What follows belongs to an exercise in optimizing a design on an open flow for a short achievable clock period, few clock cycles per item and low power; a production flow would make more cautious choices. No functional check of the RTL was part of any run shown here. Power is estimated from default activity; no workload was simulated.

==> flow/design.v, too long to show whole: its modules and the start of the top module <==
// module fp_round: 86 lines
// module fmul_pipe: 2184 lines
module fmul_pipe
#(
    parameter int EXP   = 8,
    parameter int FRAC  = 23,
    parameter int WIDTH = EXP + FRAC + 1
) (
    input  logic              clk,
    input  logic              rst,
    input  logic              in_valid,
    output logic              in_ready,
    input  logic [WIDTH-1:0]  a,
    input  logic [WIDTH-1:0]  b,
    input  logic [1:0]        round_mode,
    output logic              out_valid,
    input  logic              out_ready,
    output logic [WIDTH-1:0]  r,
    output logic [NFLAGS-1:0] flags
);
  // ...
==> flow/run.sh <==
#!/bin/bash
# synth_recipe.tcl (not shown) runs the flow's synth.tcl, then flattens the netlist and writes it again
# the make line also repeats each setting of config.mk as NAME=value (left out here)
make -C /OpenROAD-flow-scripts/flow DESIGN_CONFIG=/design/flow/config.mk WORK_HOME=/design/flow/orfs CLKGATE_MAP_FILE= SYNTH_SCRIPT=/design/flow/synth_recipe.tcl finish
==> flow/config.mk <==
export PLATFORM = sky130hd
export DESIGN_NAME = fmul_pipe
export DESIGN_NICKNAME = fmul_pipe
export VERILOG_FILES = /design/flow/design.v
export SDC_FILE = /design/flow/constraint.sdc
export NUM_CORES = 4
export LEC_CHECK = 0
export ABC_CLOCK_PERIOD_IN_PS = 3000
export CAP_MARGIN = 20
export CORE_MARGIN = 2
export CORE_UTILIZATION = 40
export SLEW_MARGIN = 20
==> flow/constraint.sdc <==
create_clock -name core_clock -period 8.0 [get_ports {clk}]
set_input_delay 1.6000 -clock core_clock [delete_from_list [all_inputs] [get_ports {clk}]]
set_output_delay 1.6000 -clock core_clock [all_outputs]
set_load 0.01 [all_outputs]
==> summary.txt, run 1 <==
Routing
  • Avg WL per Cell: between 15 and 20 um

Power
  • Power Dens Cells: 415 nW/um^2
  • P_sw: ~7.8 mW
  • Int Pwr: between 10 and 15 mW

Outcome
  • Status: complete, no violations

CTS
  • Hold buffer count at CTS: 0
  • CTS clk-pin slew, worst paths: ~60 ps
  • # clock sinks: a little over 600
  • Root Driver: clkbuf_16
  • H-tree Lvls: 3
  • CTS tree: yes

Place
  • # port buffers: around 110
  • DP Worst Slack: approximately 3600 ps

Critical path
  • Crit path DAT: approximately 5000 ps
  • Delay-heaviest family, CP: compound AO/OA/AOI/OAI gates

Floorplanning
  • Initial Utilization: 0.404
  • Die width: around 320 um

STA
  • Fin. Hold Viols: 0
  • Setup TNS: 0 ps
  • Hold slack: between 300 and 400 ps

Synth
  • Largest family of logic cells by synthesized area: adder cells
  • Post-synthesis cell area: 39200 sq um
  • Synth warn: 3
  • Compound-Gate Fraction of Synth Area: 0.0829
  • Top-area cell type share of the netlist area: 0.251

Worst hold path
  • Hold endpoint: inf_F

Layout
  • Layout cells sized above 1: 0.0618
  • Fraction of area in multi-input gates: 0.501

Global routing
  • Total grt overflow: 0
==> module fp_round, before the edit <==
module fp_round (
    input  logic        i_sign,
    input  logic        i_rne,      
    input  logic        i_dirup,    
    input  logic        i_spec,     
    input  logic        i_nan,
    input  logic        i_inf,
    input  logic [7:0]  i_ex0,
    input  logic [7:0]  i_ex1,
    input  logic [7:0]  i_ex2,
    input  logic        i_uf0,
    input  logic        i_uf1,
    input  logic        i_of0,
    input  logic        i_of1,
    input  logic        i_of2,
    input  logic [26:0] i_p,
    input  logic        i_stl,
    output logic [31:0] o_res,
    output logic [4:0]  o_flags
);
    logic        hi;
    logic [22:0] m1, m0, inc1, inc0, mr1, mr0;
    logic        g1, r1, s1, g0, r0, s0, nx1, nx0, up1, up0, all1, all0, cy1, cy0;
    assign hi  = i_p[26];
    assign m1  = i_p[25:3];
    assign g1  = i_p[2];
    assign r1  = i_p[1];
    assign s1  = i_p[0] | i_stl;
    assign m0  = i_p[24:2];
    assign g0  = i_p[1];
    assign r0  = i_p[0];
    assign s0  = i_stl;
    assign nx1 = g1 | r1 | s1;
    assign nx0 = g0 | r0 | s0;
    assign up1 = i_rne ? (g1 & (r1 | s1 | m1[0])) : (i_dirup & nx1);
    assign up0 = i_rne ? (g0 & (r0 | s0 | m0[0])) : (i_dirup & nx0);
    always_comb begin
        for (int k = 0; k < 23; k++) begin
            inc1[k] = m1[k] ^ (&(m1 | ~((23'd1 << k) - 23'd1)));
            inc0[k] = m0[k] ^ (&(m0 | ~((23'd1 << k) - 23'd1)));
        end
    end
    assign all1 = &m1;
    assign all0 = &m0;
    assign cy1  = up1 & all1;
    assign cy0  = up0 & all0;
    assign mr1  = up1 ? inc1 : m1;
    assign mr0  = up0 ? inc0 : m0;
    logic        nx, uf, of;
    logic [7:0]  ex;
    logic [22:0] fr;
    assign nx = hi ? nx1 : nx0;
    assign fr = hi ? mr1 : mr0;
    assign uf = hi ? i_uf1 : i_uf0;
    always_comb begin
        case ({hi, hi ? cy1 : cy0})
            2'b00:   begin ex = i_ex0; of = i_of0; end
            2'b11:   begin ex = i_ex2; of = i_of2; end
            default: begin ex = i_ex1; of = i_of1; end
        endcase
    end
    always_comb begin
        o_flags = 5'd0;
        if (i_spec) begin
            if (i_nan) begin
                o_res = 32'h7FC00000;
                o_flags[FLAG_NV] = 1'b1;
            end else if (i_inf) begin
                o_res = {i_sign, 8'hFF, 23'd0};
            end else begin
                o_res = {i_sign, 31'd0};
            end
        end else if (uf) begin
            o_res = {i_sign, 31'd0};
            o_flags[FLAG_UF] = 1'b1;
            o_flags[FLAG_NX] = 1'b1;
        end else if (of) begin
            o_res = (i_rne | i_dirup) ? {i_sign, 8'hFF, 23'd0} : {i_sign, 8'hFE, 23'h7FFFFF};
            o_flags[FLAG_OF] = 1'b1;
            o_flags[FLAG_NX] = 1'b1;
        end else begin
            o_res = {i_sign, ex, fr};
            o_flags[FLAG_NX] = nx;
        end
    end
endmodule
==> run 2, diff against run 1 <==
--- a/flow/design.v
+++ b/flow/design.v
@@ -22,29 +22,34 @@
 import fp_pkg::*;
 module fp_round (
     input  logic        i_sign,
     input  logic        i_rne,      
     input  logic        i_dirup,    
     input  logic        i_spec,     
     input  logic        i_nan,
     input  logic        i_inf,
-    input  logic [7:0]  i_ex0,
-    input  logic [7:0]  i_ex1,
-    input  logic [7:0]  i_ex2,
-    input  logic        i_uf0,
-    input  logic        i_uf1,
-    input  logic        i_of0,
-    input  logic        i_of1,
-    input  logic        i_of2,
+    input  logic [9:0]  i_e0,       
     input  logic [26:0] i_p,
     input  logic        i_stl,
     output logic [31:0] o_res,
     output logic [4:0]  o_flags
 );
+    logic signed [9:0] e0;
+    logic [7:0]  i_ex0, i_ex1, i_ex2;
+    logic        i_uf0, i_uf1, i_of0, i_of1, i_of2;
+    assign e0    = i_e0;
+    assign i_ex0 = e0[7:0];
+    assign i_ex1 = e0[7:0] + 8'd1;
+    assign i_ex2 = e0[7:0] + 8'd2;
+    assign i_uf0 = (e0 <= 0);
+    assign i_uf1 = (e0 < 0);
+    assign i_of0 = (e0 >= 255);
+    assign i_of1 = (e0 >= 254);
+    assign i_of2 = (e0 >= 253);
     logic        hi;
     logic [22:0] m1, m0, inc1, inc0, mr1, mr0;
     logic        g1, r1, s1, g0, r0, s0, nx1, nx0, up1, up0, all1, all0, cy1, cy0;
     assign hi  = i_p[26];
     assign m1  = i_p[25:3];
     assign g1  = i_p[2];
     assign r1  = i_p[1];
     assign s1  = i_p[0] | i_stl;
@@ -154,65 +159,43 @@
         for (int k = 0; k < 24; k++) begin
             if (ma[k]) lza = 5'(23 - k);
             if (mb[k]) lzb = 5'(23 - k);
         end
     end
     logic w_rne, w_dirup;
     assign w_rne   = (round_mode == 2'd0);
     assign w_dirup = (round_mode == 2'd3 & ~(a[31] ^ b[31])) | (round_mode == 2'd2 & (a[31] ^ b[31]));
+    logic [23:0] nma, nmb;
+    assign nma = ma << lza;
+    assign nmb = mb << lzb;
     logic v0;
     always_ff @(posedge clk or posedge rst)
         if (rst) v0 <= 1'b0;
         else v0 <= acc;
-    logic sgn_A;
-    always_ff @(posedge clk) sgn_A <= a[31] ^ b[31];
-    logic rne_A;
-    always_ff @(posedge clk) rne_A <= w_rne;
-    logic dirup_A;
-    always_ff @(posedge clk) dirup_A <= w_dirup;
-    logic spec_A;
-    always_ff @(posedge clk) spec_A <= w_spec;
-    logic nan_A;
-    always_ff @(posedge clk) nan_A <= w_nan;
-    logic inf_A;
-    always_ff @(posedge clk) inf_A <= w_inf;
-    logic [9:0] esum_A;
-    always_ff @(posedge clk) esum_A <= w_esum;
-    logic [23:0] ma_A;
-    always_ff @(posedge clk) ma_A <= ma;
-    logic [23:0] mb_A;
-    always_ff @(posedge clk) mb_A <= mb;
-    logic [4:0] lza_A;
-    always_ff @(posedge clk) lza_A <= lza;
-    logic [4:0] lzb_A;
-    always_ff @(posedge clk) lzb_A <= lzb;
-    logic [23:0] nma, nmb;
-    assign nma = ma_A << lza_A;
-    assign nmb = mb_A << lzb_A;
-    logic [9:0] w_e0;
-    assign w_e0 = esum_A - 10'(lza_A) - 10'(lzb_A);
-    logic v1;
-    always_ff @(posedge clk or posedge rst)
-        if (rst) v1 <= 1'b0;
-        else v1 <= v0;
+    logic [9:0] esum_B;
+    always_ff @(posedge clk) esum_B <= w_esum;
+    logic [4:0] lza_B;
+    always_ff @(posedge clk) lza_B <= lza;
+    logic [4:0] lzb_B;
+    always_ff @(posedge clk) lzb_B <= lzb;
     logic sgn_B;
-    always_ff @(posedge clk) sgn_B <= sgn_A;
+    always_ff @(posedge clk) sgn_B <= a[31] ^ b[31];
     logic rne_B;
-    always_ff @(posedge clk) rne_B <= rne_A;
+    always_ff @(posedge clk) rne_B <= w_rne;
     logic dirup_B;
-    always_ff @(posedge clk) dirup_B <= dirup_A;
+    always_ff @(posedge clk) dirup_B <= w_dirup;
     logic spec_B;
-    always_ff @(posedge clk) spec_B <= spec_A;
+    always_ff @(posedge clk) spec_B <= w_spec;
     logic nan_B;
-    always_ff @(posedge clk) nan_B <= nan_A;
+    always_ff @(posedge clk) nan_B <= w_nan;
     logic inf_B;
-    always_ff @(posedge clk) inf_B <= inf_A;
+    always_ff @(posedge clk) inf_B <= w_inf;
     logic [9:0] e0_B;
-    always_ff @(posedge clk) e0_B <= w_e0;
+    assign e0_B = esum_B - 10'(lza_B) - 10'(lzb_B);
     logic [22:0] xa_B;
     always_ff @(posedge clk) xa_B <= nma[22:0];
     logic [22:0] xb_B;
     always_ff @(posedge clk) xb_B <= nmb[22:0];
     logic t1, t2;
     assign t1 = (xa_B[0] & xb_B[19]) ^ (xa_B[1] & xb_B[18]);
     assign t2 = (xa_B[0] & xb_B[19]) & (xa_B[1] & xb_B[18]);
     logic t3, t4;
@@ -1467,20 +1450,20 @@
     assign t835 = t684 ^ (xa_B[20] & xb_B[22]) ^ (xa_B[21] & xb_B[21]);
     assign t836 = (t684 & (xa_B[20] & xb_B[22])) | (t684 & (xa_B[21] & xb_B[21])) | ((xa_B[20] & xb_B[22]) & (xa_B[21] & xb_B[21]));
     logic t837, t838;
     assign t837 = (xa_B[22] & xb_B[20]) ^ xa_B[19] ^ xb_B[19];
     assign t838 = ((xa_B[22] & xb_B[20]) & xa_B[19]) | ((xa_B[22] & xb_B[20]) & xb_B[19]) | (xa_B[19] & xb_B[19]);
     logic t839, t840;
     assign t839 = (xa_B[21] & xb_B[22]) ^ (xa_B[22] & xb_B[21]) ^ xa_B[20];
     assign t840 = ((xa_B[21] & xb_B[22]) & (xa_B[22] & xb_B[21])) | ((xa_B[21] & xb_B[22]) & xa_B[20]) | ((xa_B[22] & xb_B[21]) & xa_B[20]);
-    logic v2;
+    logic v1;
     always_ff @(posedge clk or posedge rst)
-        if (rst) v2 <= 1'b0;
-        else v2 <= v1;
+        if (rst) v1 <= 1'b0;
+        else v1 <= v0;
     logic qC_0_0;
     always_ff @(posedge clk) qC_0_0 <= (xa_B[0] & xb_B[0]);
     logic qC_1_0;
     always_ff @(posedge clk) qC_1_0 <= (xa_B[0] & xb_B[1]);
     logic qC_1_1;
     always_ff @(posedge clk) qC_1_1 <= (xa_B[1] & xb_B[0]);
     logic qC_2_0;
     always_ff @(posedge clk) qC_2_0 <= (xa_B[0] & xb_B[2]);
@@ -2197,74 +2180,56 @@
     assign row1[46] = 1'b1;
     assign row0[47] = 1'b0;
     assign row1[47] = 1'b0;
     logic [47:0] prod;
     assign prod = row0 + row1;
     logic [20:0] zx, zo;
     assign zx = row0[20:0] ^ row1[20:0];
     assign zo = {row0[19:0] | row1[19:0], 1'b0};
-    logic [9:0] e0p1, e0p2;
-    assign e0p1 = e0_C + 10'd1;
-    assign e0p2 = e0_C + 10'd2;
-    logic v3;
+    logic v2;
     always_ff @(posedge clk or posedge rst)
-        if (rst) v3 <= 1'b0;
-        else v3 <= v2;
+        if (rst) v2 <= 1'b0;
+        else v2 <= v1;
     logic sgn_F;
     always_ff @(posedge clk) sgn_F <= sgn_C;
     logic rne_F;
     always_ff @(posedge clk) rne_F <= rne_C;
     logic dirup_F;
     always_ff @(posedge clk) dirup_F <= dirup_C;
     logic spec_F;
     always_ff @(posedge clk) spec_F <= spec_C;
     logic nan_F;
     always_ff @(posedge clk) nan_F <= nan_C;
     logic inf_F;
     always_ff @(posedge clk) inf_F <= inf_C;
-    logic [7:0] ex0_F;
-    always_ff @(posedge clk) ex0_F <= e0_C[7:0];
-    logic [7:0] ex1_F;
-    always_ff @(posedge clk) ex1_F <= e0p1[7:0];
-    logic [7:0] ex2_F;
-    always_ff @(posedge clk) ex2_F <= e0p2[7:0];
-    logic uf0_F;
-    always_ff @(posedge clk) uf0_F <= $signed(e0_C) <= 0;
-    logic uf1_F;
-    always_ff @(posedge clk) uf1_F <= $signed(e0_C) < 0;
-    logic of0_F;
-    always_ff @(posedge clk) of0_F <= $signed(e0_C) >= 255;
-    logic of1_F;
-    always_ff @(posedge clk) of1_F <= $signed(e0_C) >= 254;
-    logic of2_F;
-    always_ff @(posedge clk) of2_F <= $signed(e0_C) >= 253;
+    logic [9:0] e0_F;
+    always_ff @(posedge clk) e0_F <= e0_C;
     logic [26:0] p_F;
     always_ff @(posedge clk) p_F <= prod[47:21];
     logic stl_F;
     always_ff @(posedge clk) stl_F <= |(zx ^ zo);
     logic [31:0] x_r;
     logic [4:0]  x_f;
     fp_round u_round (
         .i_sign(sgn_F), .i_rne(rne_F), .i_dirup(dirup_F),
         .i_spec(spec_F), .i_nan(nan_F), .i_inf(inf_F),
-        .i_ex0(ex0_F), .i_ex1(ex1_F), .i_ex2(ex2_F),
-        .i_uf0(uf0_F), .i_uf1(uf1_F), .i_of0(of0_F), .i_of1(of1_F), .i_of2(of2_F),
+        .i_e0(e0_F),
         .i_p(p_F), .i_stl(stl_F),
         .o_res(x_r), .o_flags(x_f));
-    localparam int NB = 5;
+    localparam int NB = 4;
     localparam int K  = NB + 1;
     logic        hv;
     logic [36:0] h_q;
     logic [36:0] bq [NB];
     logic [2:0]  bcnt, rp, wp, cnt;
     logic        pop, push, hfree, bemp, bwr, brd;
     logic [2:0]  cnt_n;
     assign pop   = hv & out_ready;
-    assign push  = v3;
+    assign push  = v2;
     assign hfree = ~hv | pop;
     assign bemp  = (bcnt == 3'd0);
     assign brd   = hfree & ~bemp;
     assign bwr   = push & ~(hfree & bemp);
     assign cnt_n = cnt + 3'(acc) - 3'(pop);
     always_ff @(posedge clk or posedge rst) begin
         if (rst) begin
             hv       <= 1'b0;
==> flow/config.mk (replaced) <==
export PLATFORM = sky130hd
export DESIGN_NAME = fmul_pipe
export DESIGN_NICKNAME = fmul_pipe
export VERILOG_FILES = /design/flow/design.v
export SDC_FILE = /design/flow/constraint.sdc
export NUM_CORES = 4
export LEC_CHECK = 0
export CAP_MARGIN = 20
export CORE_MARGIN = 2
export CORE_UTILIZATION = 40
export SETUP_SLACK_MARGIN = 4.9
export SLEW_MARGIN = 20
==> run 2 against run 1 <==
- still clean on timing, DRC and antenna
- synthesized cell count shrank 5.9%
- worst hold slack gained 16 ps
- total power grew 0.39%
- critical path depth grew 2
==> summary.txt, run 2 <==
Critical path
  • Worst Path Required: 8520 ps (was 8580 ps)
  • Critical path class: reg2reg (unchanged)
  • WP depth: 13 (was 11)
  • Delay-heaviest family, CP: adder cells (was compound AO/OA/AOI/OAI gates)
  • Worst reg-to-reg setup slack: 4360 ps (was 3610 ps)
  • Crit path DAT: 4160 ps (was 4970 ps)
  • Cell Chain, Critical Path: fa_1, fa_2, ha_4, a21oi_4, a21oi_2, a311oi_4, nand3_4, buf_4, a31o_4, a21oi_4, o221a_4, o21bai_1, xor2_1 (was fa_1, fa_1, ha_1, a211oi_1, o21bai_1, or3_1, a211oi_1, o41ai_1, o31a_1, a311oi_1, a221o_1)
  • CP peak stage delay: 630 ps (was 680 ps)
  • Reg-to-Reg End: p_F[9] (was p_F[25])
  • Reg2Reg Depth: 13 (was 11)
  • Maximum fanout along the worst path: 5 (was 6)
  • Crit-path slowest cell: fa_2 (was a211oi_1)
  • Reg2reg start: qC_19_2 (was qC_18_0)
  • CP Capture Type: flip-flop (unchanged)
  • Setup crit start kind: flip-flop (unchanged)
  • End point of the critical path: p_F[9] (was p_F[25])
  • CP bufs+invs: 1 (was 0)
  • Most frequent CP cell: a21oi_4
  • CP Launch Point: qC_19_2 (was qC_18_0)

Routing
  • Initial DRC Count: 1632 (was 1617)
  • Avg WL per Cell: 21.8 um (was 19.5 um)
  • Final WL: 106 mm (was 97.1 mm)
  • Final ANT Viol Nets: 0 (unchanged)
  • Via Count: 26100 (was 25700)
  • Via/cell ratio: 5.34 (was 5.15)
  • Residual DRC: 0 (unchanged)
  • Drt pass-1 iters: 6 (was 5)

STA
  • Max Freq: 0.274 GHz (was 0.228 GHz)
  • Setup Viol. Count Final: 0 (unchanged)
  • Final period util: 0.456 (was 0.549)
  • Worst-Margin Slew: 967 ps (was 1120 ps)
  • Fin. Hold Viols: 0 (unchanged)
  • RSZ-0062 raised after global routing: yes (was no)
  • Clk_skew: 47.2 ps (was 29.3 ps)
  • Final period demand of the worst path: 3640 ps (was 4390 ps)
  • Slew HR: 0.356 (was 0.252)
  • Setup TNS: 0 ps (unchanged)
  • Hold slack: 322 ps (was 306 ps)
  • Slew Viols, Final: 0 (unchanged)

Layout
  • Reg area: 12100 sq um (was 14700 sq um)
  • Most frequent cells in the layout: fa_1 (418), inv_1 (407), and2_1 (350) (was fa_1 (491), inv_1 (471), and2_1 (386))
  • Nets: 4363 (was 4352)
  • Area growth, synth to finish: 26.7% (was 12.3%)
  • Commonest non-fill, non-tap cell in the layout: fa_1 (unchanged)
  • Layout cells sized above 1: 0.255 (was 0.0618)
  • Fillers: 7665 (was 9040)
  • Area occupied by multi-input gates: 24000 sq um (was 22000 sq um)
  • Biggest register: bq (unchanged)
  • Max FFs per register: 144 (was 180)
  • Top Registers: bq (144), h_q (36), p_F (27) (was bq (180), h_q (36), p_F (27))

Synth
  • Post-synth EDFFs: 180 (was 216)
  • Top FF cell, synth: dfxtp_1 (unchanged)
  • Yosys reg bits: 505 (was 622)
  • Top post-synthesis cells by area: fa_1 (27%), dfxtp_1 (17%), edfxtp_1 (15%) (was fa_1 (25%), dfxtp_1 (20%), edfxtp_1 (17%))
  • Yosys top cell by area: fa_1 (unchanged)
  • Post-synthesis sequential area ratio: 0.334 (was 0.375)
  • Compound-Gate Fraction of Synth Area: 0.0851 (was 0.0829)
  • Most common cell in the netlist: fa_1 (unchanged)
  • Xor and xnor fraction of the mapped netlist area: 0.0212 (was 0.0217)
  • Mux contribution to synthesized area: 0.0308 (was 0.0255)
  • Synth Net Count: 4082 (was 4298)
  • Post-Synth Adder-Cell Area: 0.321 (was 0.295)
  • Synth warn: 3 (unchanged)
  • Simple-Gate Fraction of Synth Area: 0.142 (was 0.135)
  • Post-synth ARST share: 0.0337 (was 0.0289)
  • Netlist cell types: 85 (was 79)
  • Post-synth top cells: fa_1 (491), inv_1 (440), and2_1 (376) (was fa_1 (491), inv_1 (471), dfxtp_1 (388))
  • Post-synthesis area per instance: 10.6 sq um (was 10.9 sq um)
  • Largest family of logic cells by synthesized area: adder cells (unchanged)
  • Synth Instances: 3384 (was 3598)
  • Post-synthesis cell area: 36000 sq um (was 39200 sq um)
  • Top-area cell type share of the netlist area: 0.273 (was 0.251)

Global routing
  • GR Util All Layers: 0.227 (was 0.199)
  • Largest net degree at the start of global routing: 60 (was 57)
  • Antenna violations before repair: 4 (was 3)
  • Vias in the first global route: 27900 (was 26800)
  • First-pass GRT wire length: 162 mm (was 154 mm)
  • Total grt overflow: 0 (unchanged)

Floorplanning
  • Boundary Pins: 109 (unchanged)
  • Initial Utilization: 0.405 (was 0.404)
  • Vert. Die Dim: 304 um (was 317 um)
  • Die width: 304 um (was 317 um)
  • DIE AREA: 92300 sq um (was 100000 sq um)
  • Rows: 109 (was 114)
  • Area of the core: 88800 sq um (was 96900 sq um)

CTS
  • Root Driver: clkbuf_16 (unchanged)
  • Clock Path Buffers: 3 (unchanged)
  • CTS clk-pin slew, worst paths: 60 ps (about the same)
  • Clock latency on the worst-skew pair: 650 ps (was 640 ps)
  • Total CTS buffers: 57 (was 70)
  • Hold buffer count at CTS: 0 (unchanged)
  • CTS tree: yes (unchanged)
  • H-tree Lvls: 2 (was 3)
  • # clock sinks: 505 (was 622)

Outcome
  • Status: complete, no violations (unchanged)

Power
  • Leakage: 19.4 nW (was 18.6 nW)
  • VDD IR max: 0.376 mV (was 0.341 mV)
  • Power Dens Cells: 402 nW/um^2 (was 415 nW/um^2)

Place
  • Detailed Place HPWL: 65.4 mm (was 65.3 mm)
  • # port buffers: 107 (unchanged)
  • Placer congestion estimate: 0.852 (was 0.876)

Worst hold path
  • HP Class: reg2reg (unchanged)
  • Hold Crit Start: e0_C[7] (was inf_C)

Run
  • Max_cap viols: 0 (unchanged)
==> run 2: changes by cell type in the layout (fill, tap and decap cells not counted), sizes merged, moves of 21 or more <==
cell and change:
buf +256, dfxtp -80, o211ai +22, edfxtp -36, clkdlybuf4s50 -101, o21ai +21, a22oi -72, nand2 -35
a222oi +34, mux2i +39, inv -34, dlygate4sd2 +52
==> run 2: timing repair <==
action | CTS | global route
gates resized for setup | 695 | 269
pin swaps | 161 | 126
setup endpoints to repair | 518 | 298
cloned | 17 | 1
setup buffers | 162 | 69
==> run 2: per-stage QoR <==
stage                     worst slack [ps]  total power, mW  cell area, sq um  cells   util
after global routing                  4300             19.7             45600   4879  0.513
after detailed placement              2930             13.8             38700   4522  0.435
final                                 4360             18.3             45600   4883  0.513
after floorplan                       4050             11.0             36800   3384      -
after global placement                2970             13.7             38700   4522  0.435
after CTS                             4370             17.4             44100   4809  0.497
==> run 2: kinds of logic (layout without fill, tap and decap cells) <==
logic type,after synthesis,count (layout)
and+or+nand+nor,988,990
adders and majority gates,628,628
buffers and inverters,624,951
DFF,505,505
AOI/OAI and AO/OA,443,444
muxes,108,108
xor gates and xnor gates,87,87
other,1,5
==> run 2: layout make-up <==
type	instances	share of cell area
antenna	4	0.000220
sequential	505	0.266
tap	1165	0.0320
timing repair buffer	398	0.0931
clock buffer	73	0.0346
clock inverter	35	0.00980
inverter	445	0.0371
multi-input combinational	2258	0.527
==> run 2: power breakdown <==
| part | switching [mW] | internal, mW | leakage [nW] | total (mW) |
|---|---|---|---|---|
| sequential | 0.458 | 3.74 | 4.45 | 4.20 |
| combinational | 6.16 | 5.20 | 14.0 | 11.4 |
| clock | 1.13 | 1.63 | 0.964 | 2.76 |
==> run 2: layer usage <==
| metal | share of wire | vias up | GRT usage |
|---|---|---|---|
| met2 | 0.48 | 989 | 0.379 |
| li1 | - | 11600 | - |
| met5 | 0 | - | 0 |
| met3 | 0.067 | 302 | 0.0401 |
| met4 | 0.050 | 0 | 0.106 |
| met1 | 0.41 | 13200 | 0.287 |
==> run 2: worst min-delay path by stage <==
stage,slack (ps),end,cells after the start
final,320,e0_F[7],0
after global routing,330,e0_F[7],0
after CTS,320,e0_F[7],0
after detailed placement,310,e0_F[7],0
after global placement,310,e0_F[7],0
after floorplan,310,dirup_C,0
==> run 2: worst reg2reg max path, cell delays in order (launching register included) <==
cell	delay (ps)
dfxtp_2	320
fa_1	540
fa_2	630
ha_4	230
a21oi_4	140
a21oi_2	90
a311oi_4	330
nand3_4	200
buf_4	190
a31o_4	250
a21oi_4	170
o221a_4	220
o21bai_1	70
xor2_1	140

==> static timing again, ports no longer ideal <==
Ports are ideal in the flow. The routed layouts listed here were re-timed in OpenROAD.
Step 1 assumes that a clkbuf_16 drives the clock port and a buf_2 every other input.
Step 2 moves the port delays by t, midway between the first and last clock arrival at a register: inputs arrive t later, outputs are due t later. That takes back most of the time a late clock gives input paths.
Three values: no drivers, after step 1, after step 2; two values: the first two.
run	shift t [ns]	setup WS [ns]	slew at the worst register clock pin (ns)	worst data-port slew with drivers (ns)	pins driven straight from the clock port
run 1	0.700	3.607 / 3.607 / 3.571	0.06 / 0.06	0.06	1
run 2	0.689	4.356 / 4.356 / 3.788	0.07 / 0.07	0.07	1
After both steps setup and hold are still met in every run listed. For run 2, which loses most, drivers alone change the setup slack by 0.000 ns; drivers and shift together by -0.568 ns.
